Context: an optimization exercise on an open-source flow, tuned for small area. The choices shown serve that exercise and are no tape-out recipe.
Only simulation tests tie the RTL to the original design; equivalence was not proved.
Power figures rest on the tool's default switching activity, not on a simulated workload.

==> run a <==
==> flow/design.v <==
module mem_spi_flash_responder #(
  parameter int ADDR_BITS    = 8,
  parameter bit QE_INIT      = 1'b0,
  parameter int DUMMY_CYCLES = 8
) (
  input  logic       clk,
  input  logic       rst,
  input  logic       in_cs_n,
  input  logic       in_sclk,
  input  logic [3:0] in_io,
  output logic [3:0] out_io,
  output logic [3:0] out_io_oe,
  output logic       out_qe,
  output logic       out_wel
);
  localparam logic [3:0] C_NONE  = 4'd0,
                         C_RD1   = 4'd1,
                         C_RDQ   = 4'd2,
                         C_SR1   = 4'd3,
                         C_SR2   = 4'd4,
                         C_WRSR  = 4'd5,
                         C_PROG  = 4'd6,
                         C_ERASE = 4'd7,
                         C_CLR   = 4'd8,
                         C_WREN  = 4'd9;
  logic [2047:0] ring;
  logic [7:0]    t_q;
  logic          sclk_q;
  logic [5:0]    cnt_q;
  logic [3:0]    cmd_q;
  logic [6:0]    sh_q;
  logic [7:0]    x_q;
  logic [7:0]    rbuf_q;
  logic          wel_q, qe_q, wpend_q, er_pend_q, er_act_q;
  logic       mosi, rise, idle, byte_done, adv, hit, cap, er_on;
  logic [7:0] op, fa, s, tap;
  logic       tap7;
  logic       ph32, ph40;
  assign mosi  = in_io[0];
  assign rise  = in_sclk & ~sclk_q;
  assign idle  = in_cs_n | rst;
  assign op    = {sh_q, mosi};
  assign ph32  = cnt_q[5];
  assign ph40  = cnt_q[5] & cnt_q[3];
  assign byte_done = rise & (cmd_q == C_PROG) & ph32 & (cnt_q[2:0] == 3'd7);
  assign adv = rise & (((cmd_q == C_RD1) & ph32 & (cnt_q[2:0] == 3'd7)) |
                       ((cmd_q == C_RDQ) & ph40 & ~cnt_q[0]));
  assign fa  = ((cmd_q == C_RD1) & ~ph32) ? {x_q[6:0], mosi} : x_q;
  assign s   = fa + t_q + {7'd0, adv};
  assign cap = ((cmd_q == C_RD1) | (cmd_q == C_RDQ)) & (s[2:0] == 3'd0);
  assign tap  = ring[{s[7:4], 7'd0} +: 8];
  assign tap7 = ring[{s[7:4], 7'd0} + 64 + 7];
  assign hit = wpend_q & (s[5:0] == 6'd0);
  assign er_on = er_pend_q | er_act_q;
  always_ff @(posedge clk) begin
    for (int p = 0; p < 256; p++) begin
      if (p % 64 == 1) begin
        for (int b = 0; b < 8; b++)
          ring[8*p+b] <= (ring[8*(p-1)+b] & ~(hit & (s[7:6] == 2'((p-1)/64)) & ~rbuf_q[b])) | er_on;
      end else begin
        ring[8*p +: 8] <= ring[8*((p+255)%256) +: 8];
      end
    end
  end
  always_ff @(posedge clk) begin
    t_q    <= t_q + 8'd1;
    sclk_q <= in_sclk;
    if (adv) sh_q <= {sh_q[5:3], rbuf_q[3:0]};
    else if (rise) sh_q <= {sh_q[5:0], mosi};
    if (rise && cnt_q[5:3] != 3'd0 && !cnt_q[5]) x_q <= {x_q[6:0], mosi};
    else if (adv || hit) x_q <= x_q + 8'd1;
    if (byte_done) rbuf_q <= op;
    else if (cap) begin
      if (s[3]) rbuf_q[7] <= tap7;
      else      rbuf_q    <= tap;
    end
  end
  always_ff @(posedge clk) begin
    if (idle) begin
      cnt_q <= '0;
      cmd_q <= C_NONE;
    end else if (rise) begin
      cnt_q[2:0] <= cnt_q[2:0] + 3'd1;
      if (cnt_q[2:0] == 3'd7 && cnt_q[5:3] != 3'd5) cnt_q[5:3] <= cnt_q[5:3] + 3'd1;
      if (cnt_q == 6'd7) begin
        case (op)
          8'h03:        cmd_q <= C_RD1;
          8'h6B:        cmd_q <= qe_q ? C_RDQ : C_NONE;
          8'h05:        cmd_q <= C_SR1;
          8'h35:        cmd_q <= C_SR2;
          8'h31:        cmd_q <= wel_q ? C_WRSR : C_NONE;
          8'h02:        cmd_q <= wel_q ? C_PROG : C_NONE;
          8'hC7, 8'h60: cmd_q <= wel_q ? C_ERASE : C_NONE;
          8'h04:        cmd_q <= wel_q ? C_CLR : C_NONE;
          8'h06:        cmd_q <= C_WREN;
          default:      cmd_q <= C_NONE;
        endcase
      end
    end
  end
  always_ff @(posedge clk) begin
    if (rst) begin
      wel_q     <= 1'b0;
      qe_q      <= QE_INIT;
      wpend_q   <= 1'b0;
      er_pend_q <= 1'b1;
      er_act_q  <= 1'b0;
    end else begin
      if (in_cs_n) begin
        if (cmd_q == C_WREN) wel_q <= 1'b1;
        else if (cmd_q == C_CLR || cmd_q == C_WRSR || cmd_q == C_PROG || cmd_q == C_ERASE) wel_q <= 1'b0;
      end
      if (rise && cmd_q == C_WRSR && cnt_q == 6'd15) qe_q <= sh_q[0];
      if (byte_done) wpend_q <= 1'b1;
      else if (hit) wpend_q <= 1'b0;
      if (in_cs_n && cmd_q == C_ERASE) er_pend_q <= 1'b1;
      else if (t_q[5:0] == 6'd0) er_pend_q <= 1'b0;
      if (er_pend_q && t_q[5:0] == 6'd0) er_act_q <= 1'b1;
      else if (t_q[5:0] == 6'd63) er_act_q <= 1'b0;
    end
  end
  logic       rd1, rdq, srd, sbit;
  logic [3:0] nib;
  assign rd1  = (cmd_q == C_RD1) & ph32;
  assign rdq  = (cmd_q == C_RDQ) & ph40;
  assign srd  = (cmd_q == C_SR1) | (cmd_q == C_SR2);
  assign sbit = ((cmd_q == C_SR1) ? wel_q : qe_q) & (cnt_q[2:0] == 3'd6);
  assign nib  = cnt_q[0] ? sh_q[3:0] : rbuf_q[7:4];
  assign out_io_oe = {rdq, rdq, rd1 | rdq | srd, rdq};
  assign out_io    = {nib[3] & rdq, nib[2] & rdq,
                      (rbuf_q[~cnt_q[2:0]] & rd1) | (nib[1] & rdq) | (sbit & srd),
                      nib[0] & rdq};
  assign out_qe    = qe_q;
  assign out_wel   = wel_q;
endmodule
==> flow/flow/run.sh <==
#!/bin/bash
# The standard layout, with the port buffers made from the smallest buffer cell.
set -euo pipefail
bash standard.sh BUFFER_PORTS_ARGS="-buffer_cell sky130_fd_sc_hd__buf_1" finish > flow_make.log 2>&1
==> flow/standard.sh <==
#!/bin/bash
# synth_recipe.tcl (not shown) runs the flow's synth.tcl, then flattens the netlist and writes it again
# the make line also repeats each setting of config.mk as NAME=value (left out here)
make -C /OpenROAD-flow-scripts/flow DESIGN_CONFIG=/design/flow/config.mk WORK_HOME=/design/flow/orfs CLKGATE_MAP_FILE= SYNTH_SCRIPT=/design/flow/synth_recipe.tcl "${@:-finish}"
==> flow/config.mk <==
export PLATFORM = sky130hd
export DESIGN_NAME = mem_spi_flash_responder
export DESIGN_NICKNAME = mem_spi_flash_responder
export VERILOG_FILES = /design/flow/design.v
export SDC_FILE = /design/flow/constraint.sdc
export NUM_CORES = 4
export LEC_CHECK = 0
export CAP_MARGIN = 20
export CORE_MARGIN = 2
export CORE_UTILIZATION = 40
export CTS_BUF_LIST = sky130_fd_sc_hd__clkbuf_16
export CTS_CLUSTER_DIAMETER = 100
export CTS_CLUSTER_SIZE = 30
export SLEW_MARGIN = 20
==> flow/constraint.sdc <==
create_clock -name core_clock -period 8.0 [get_ports {clk}]
set_input_delay 1.6000 -clock core_clock [delete_from_list [all_inputs] [get_ports {clk}]]
set_output_delay 1.6000 -clock core_clock [all_outputs]
set_load 0.01 [all_outputs]
==> inputs of run b, as changes to run a <==
--- a/flow/design.v
+++ b/flow/design.v
@@ -35,5 +35,4 @@
   logic       mosi, rise, idle, byte_done, adv, hit, cap, er_on;
   logic [7:0] op, fa, s, tap;
-  logic       tap7;
   logic       ph32, ph40;
   assign mosi  = in_io[0];
@@ -45,10 +44,9 @@
   assign byte_done = rise & (cmd_q == C_PROG) & ph32 & (cnt_q[2:0] == 3'd7);
   assign adv = rise & (((cmd_q == C_RD1) & ph32 & (cnt_q[2:0] == 3'd7)) |
-                       ((cmd_q == C_RDQ) & ph40 & ~cnt_q[0]));
+                       ((cmd_q == C_RDQ) & ph40 & cnt_q[0]));
   assign fa  = ((cmd_q == C_RD1) & ~ph32) ? {x_q[6:0], mosi} : x_q;
   assign s   = fa + t_q + {7'd0, adv};
   assign cap = ((cmd_q == C_RD1) | (cmd_q == C_RDQ)) & (s[2:0] == 3'd0);
-  assign tap  = ring[{s[7:4], 7'd0} +: 8];
-  assign tap7 = ring[{s[7:4], 7'd0} + 64 + 7];
+  assign tap = ring[{s[7:3], 6'd0} +: 8];
   assign hit = wpend_q & (s[5:0] == 6'd0);
   assign er_on = er_pend_q | er_act_q;
@@ -66,13 +64,9 @@
     t_q    <= t_q + 8'd1;
     sclk_q <= in_sclk;
-    if (adv) sh_q <= {sh_q[5:3], rbuf_q[3:0]};
-    else if (rise) sh_q <= {sh_q[5:0], mosi};
+    if (rise) sh_q <= {sh_q[5:0], mosi};
     if (rise && cnt_q[5:3] != 3'd0 && !cnt_q[5]) x_q <= {x_q[6:0], mosi};
     else if (adv || hit) x_q <= x_q + 8'd1;
     if (byte_done) rbuf_q <= op;
-    else if (cap) begin
-      if (s[3]) rbuf_q[7] <= tap7;
-      else      rbuf_q    <= tap;
-    end
+    else if (cap) rbuf_q <= tap;
   end
   always_ff @(posedge clk) begin
@@ -126,5 +120,5 @@
   assign srd  = (cmd_q == C_SR1) | (cmd_q == C_SR2);
   assign sbit = ((cmd_q == C_SR1) ? wel_q : qe_q) & (cnt_q[2:0] == 3'd6);
-  assign nib  = cnt_q[0] ? sh_q[3:0] : rbuf_q[7:4];
+  assign nib  = cnt_q[0] ? rbuf_q[3:0] : rbuf_q[7:4];
   assign out_io_oe = {rdq, rdq, rd1 | rdq | srd, rdq};
   assign out_io    = {nib[3] & rdq, nib[2] & rdq,
==> flow/run.sh (new file) <==
#!/bin/bash
# synth_recipe.tcl (not shown) runs the flow's synth.tcl, then flattens the netlist and writes it again
# the make line also repeats each setting of config.mk as NAME=value (left out here)
make -C /OpenROAD-flow-scripts/flow DESIGN_CONFIG=/design/flow/config.mk WORK_HOME=/design/flow/orfs CLKGATE_MAP_FILE= SYNTH_SCRIPT=/design/flow/synth_recipe.tcl finish
CTS_BUF_LIST = not set   (was sky130_fd_sc_hd__clkbuf_16)
CTS_CLUSTER_DIAMETER = not set   (was 100)
CTS_CLUSTER_SIZE = not set   (was 30)
removed: flow/flow/run.sh
removed: flow/standard.sh
==> inputs of run c, as changes to run a <==
--- a/flow/design.v
+++ b/flow/design.v
@@ -14,14 +14,14 @@
   output logic       out_wel
 );
-  localparam logic [3:0] C_NONE  = 4'd0,
-                         C_RD1   = 4'd1,
-                         C_RDQ   = 4'd2,
-                         C_SR1   = 4'd3,
-                         C_SR2   = 4'd4,
-                         C_WRSR  = 4'd5,
-                         C_PROG  = 4'd6,
-                         C_ERASE = 4'd7,
-                         C_CLR   = 4'd8,
-                         C_WREN  = 4'd9;
+  localparam logic [3:0] C_NONE  = 4'b0000,
+                         C_RD1   = 4'b0001,
+                         C_RDQ   = 4'b0011,
+                         C_SR1   = 4'b0100,
+                         C_SR2   = 4'b0110,
+                         C_WREN  = 4'b1000,
+                         C_CLR   = 4'b1100,
+                         C_WRSR  = 4'b1110,
+                         C_PROG  = 4'b1101,
+                         C_ERASE = 4'b1111;
   logic [2047:0] ring;
   logic [7:0]    t_q;
@@ -33,11 +33,12 @@
   logic [7:0]    rbuf_q;
   logic          wel_q, qe_q, wpend_q, er_pend_q, er_act_q;
-  logic       mosi, rise, idle, byte_done, adv, hit, cap, er_on;
-  logic [7:0] op, fa, s, tap;
+  logic       mosi, rise, fall, idle, byte_done, adv, hit, cap, er_on;
+  logic [7:0] op, s, tap;
   logic       tap7;
   logic       ph32, ph40;
   assign mosi  = in_io[0];
   assign rise  = in_sclk & ~sclk_q;
-  assign idle  = in_cs_n | rst;
+  assign fall  = ~in_sclk & sclk_q;
+  assign idle  = in_cs_n;
   assign op    = {sh_q, mosi};
   assign ph32  = cnt_q[5];
@@ -46,9 +47,23 @@
   assign adv = rise & (((cmd_q == C_RD1) & ph32 & (cnt_q[2:0] == 3'd7)) |
                        ((cmd_q == C_RDQ) & ph40 & ~cnt_q[0]));
-  assign fa  = ((cmd_q == C_RD1) & ~ph32) ? {x_q[6:0], mosi} : x_q;
-  assign s   = fa + t_q + {7'd0, adv};
-  assign cap = ((cmd_q == C_RD1) | (cmd_q == C_RDQ)) & (s[2:0] == 3'd0);
-  assign tap  = ring[{s[7:4], 7'd0} +: 8];
-  assign tap7 = ring[{s[7:4], 7'd0} + 64 + 7];
+  logic [8:0] sc;
+  always_comb begin
+    sc[0] = adv;
+    for (int i = 0; i < 8; i++) begin
+      s[i]    = x_q[i] ^ t_q[i] ^ sc[i];
+      sc[i+1] = (x_q[i] & t_q[i]) | (x_q[i] & sc[i]) | (t_q[i] & sc[i]);
+    end
+  end
+  assign cap = ~cmd_q[3] & cmd_q[0] & (s[2:0] == 3'd0);
+  logic [15:0] tsel;
+  always_comb begin
+    tap  = '0;
+    tap7 = 1'b0;
+    for (int i = 0; i < 16; i++) begin
+      tsel[i] = (s[7:4] == 4'(i));
+      tap  = tap | ({8{tsel[i]}} & ring[128*i +: 8]);
+      tap7 = tap7 | (tsel[i] & ring[128*i + 64 + 7]);
+    end
+  end
   assign hit = wpend_q & (s[5:0] == 6'd0);
   assign er_on = er_pend_q | er_act_q;
@@ -68,5 +83,5 @@
     if (adv) sh_q <= {sh_q[5:3], rbuf_q[3:0]};
     else if (rise) sh_q <= {sh_q[5:0], mosi};
-    if (rise && cnt_q[5:3] != 3'd0 && !cnt_q[5]) x_q <= {x_q[6:0], mosi};
+    if (fall && cnt_q[5:3] != 3'd0 && !cnt_q[5]) x_q <= {x_q[6:0], mosi};
     else if (adv || hit) x_q <= x_q + 8'd1;
     if (byte_done) rbuf_q <= op;
@@ -108,6 +123,5 @@
     end else begin
       if (in_cs_n) begin
-        if (cmd_q == C_WREN) wel_q <= 1'b1;
-        else if (cmd_q == C_CLR || cmd_q == C_WRSR || cmd_q == C_PROG || cmd_q == C_ERASE) wel_q <= 1'b0;
+        if (cmd_q[3]) wel_q <= ~cmd_q[2];
       end
       if (rise && cmd_q == C_WRSR && cnt_q == 6'd15) qe_q <= sh_q[0];
@@ -124,6 +138,6 @@
   assign rd1  = (cmd_q == C_RD1) & ph32;
   assign rdq  = (cmd_q == C_RDQ) & ph40;
-  assign srd  = (cmd_q == C_SR1) | (cmd_q == C_SR2);
-  assign sbit = ((cmd_q == C_SR1) ? wel_q : qe_q) & (cnt_q[2:0] == 3'd6);
+  assign srd  = ~cmd_q[3] & cmd_q[2];
+  assign sbit = (cmd_q[1] ? qe_q : wel_q) & (cnt_q[2:0] == 3'd6);
   assign nib  = cnt_q[0] ? sh_q[3:0] : rbuf_q[7:4];
   assign out_io_oe = {rdq, rdq, rd1 | rdq | srd, rdq};
==> flow/flow/run.sh (replaced) <==
#!/bin/bash
# The standard layout, except that:
# - ABC maps the logic with area recovery (flow/abc_area.script in place of ORFS's
#   abc_speed.script, in a copy of ORFS's scripts folder); registers are untouched;
# - the port buffers are made from the smallest buffer cell;
# - clock tree synthesis uses fixed sink clusters of clkbuf_8 and no dummy loads.
set -euo pipefail
rm -rf scripts_area
cp -r "$FLOW_HOME/scripts" scripts_area
cp flow/abc_area.script scripts_area/abc_speed.script
bash standard.sh SCRIPTS_DIR="$PWD/scripts_area" \
  BUFFER_PORTS_ARGS="-buffer_cell sky130_fd_sc_hd__buf_1" \
  CTS_ARGS="-sink_clustering_enable -repair_clock_nets -buf_list sky130_fd_sc_hd__clkbuf_8 -sink_clustering_size 20 -sink_clustering_max_diameter 100 -dont_use_dummy_load" \
  finish > flow_make.log 2>&1
==> flow/flow/abc_area.script (new file) <==
&get -n
&st
&dch
&nf -R 1000
&st
&dch
&nf -R 1000
&st
&dch
&nf -R 1000
&put
CTS_BUF_LIST = not set   (was sky130_fd_sc_hd__clkbuf_16)
CTS_CLUSTER_DIAMETER = not set   (was 100)
CTS_CLUSTER_SIZE = not set   (was 30)
==> inputs of run d, as changes to run a <==
==> flow/run.sh (new file) <==
#!/bin/bash
# synth_recipe.tcl (not shown) runs the flow's synth.tcl, then flattens the netlist and writes it again
# the make line also repeats each setting of config.mk as NAME=value (left out here)
make -C /OpenROAD-flow-scripts/flow DESIGN_CONFIG=/design/flow/config.mk WORK_HOME=/design/flow/orfs CLKGATE_MAP_FILE= SYNTH_SCRIPT=/design/flow/synth_recipe.tcl finish
removed: flow/flow/run.sh
removed: flow/standard.sh
==> comparison table <==
|  | run d | run b | run a | run c |
|---|---|---|---|---|
| Result of the run | finished clean | finished clean | finished clean | finished clean |
| Layout buffering overhead excluding clock cells | 0.402% | 0.558% | 0.242% | 0.280% |
| Synthesized-area fraction occupied by adder cells | 0.500% | 0.488% | 0.500% | 0.566% |
| Clock network power | 4820 uW | 8530 uW | 4710 uW | 4000 uW |
| First-pass GRT wire length | 94.4 mm | 105 mm | 93.3 mm | 98.1 mm |
| Clock network fraction of design power | 31.5% | 43.6% | 31.1% | 26.6% |
| Die width | 341 um | 346 um | 341 um | 338 um |
| Met1 Use GR | 15.3% | 16.8% | 14.9% | 17.0% |
| Number of nets in the layout | 2,637 | 2,903 | 2,638 | 2,655 |
| Die Y | 341 um | 346 um | 341 um | 338 um |
| Number of H-tree levels | 3 | 4 | 3 | 3 |
| Layout cell share with drive strength beyond 1 | 6.24% | 11.6% | 6.13% | 4.91% |
| Share of the synthesized area in compound gates (AO/OA/AOI/OAI) | 1.48% | 2.55% | 1.48% | 2.24% |

==> separate check: timing with driven ports <==
The results above use ideal ports. As a check the final layouts listed here were re-extracted and re-timed, cells and wires unchanged. Step 1 sets driving cells, clkbuf_16 on the clock port and buf_2 on the other inputs (assumed; they add their load-dependent delay and slew). Step 2 adds t to the input delays and takes it off the output delays; t is the mean of the earliest and latest rising clock arrival at the registers after step 1. Input paths then give back, and output paths get back, about the clock's delay inside the block. Slacks: ideal / step 1 / step 2; pairs: ideal / step 1.
| run | shift t [ns] | setup slack, ns | worst data-port slew with drivers (ns) |
|---|---|---|---|
| run a | 0.731 | 2.333 / 2.364 / 1.650 | 0.17 |
| run b | 0.811 | 2.193 / 2.139 / 1.328 | 0.13 |
| run c | 0.816 | 1.435 / 1.425 / 0.609 | 0.10 |
| run d | 0.735 | 1.935 / 1.973 / 1.238 | 0.18 |
After both steps every run listed still meets setup and hold. The setup slack of run b, which loses most, moves by -0.054 ns with the drivers and by -0.865 ns with both steps.
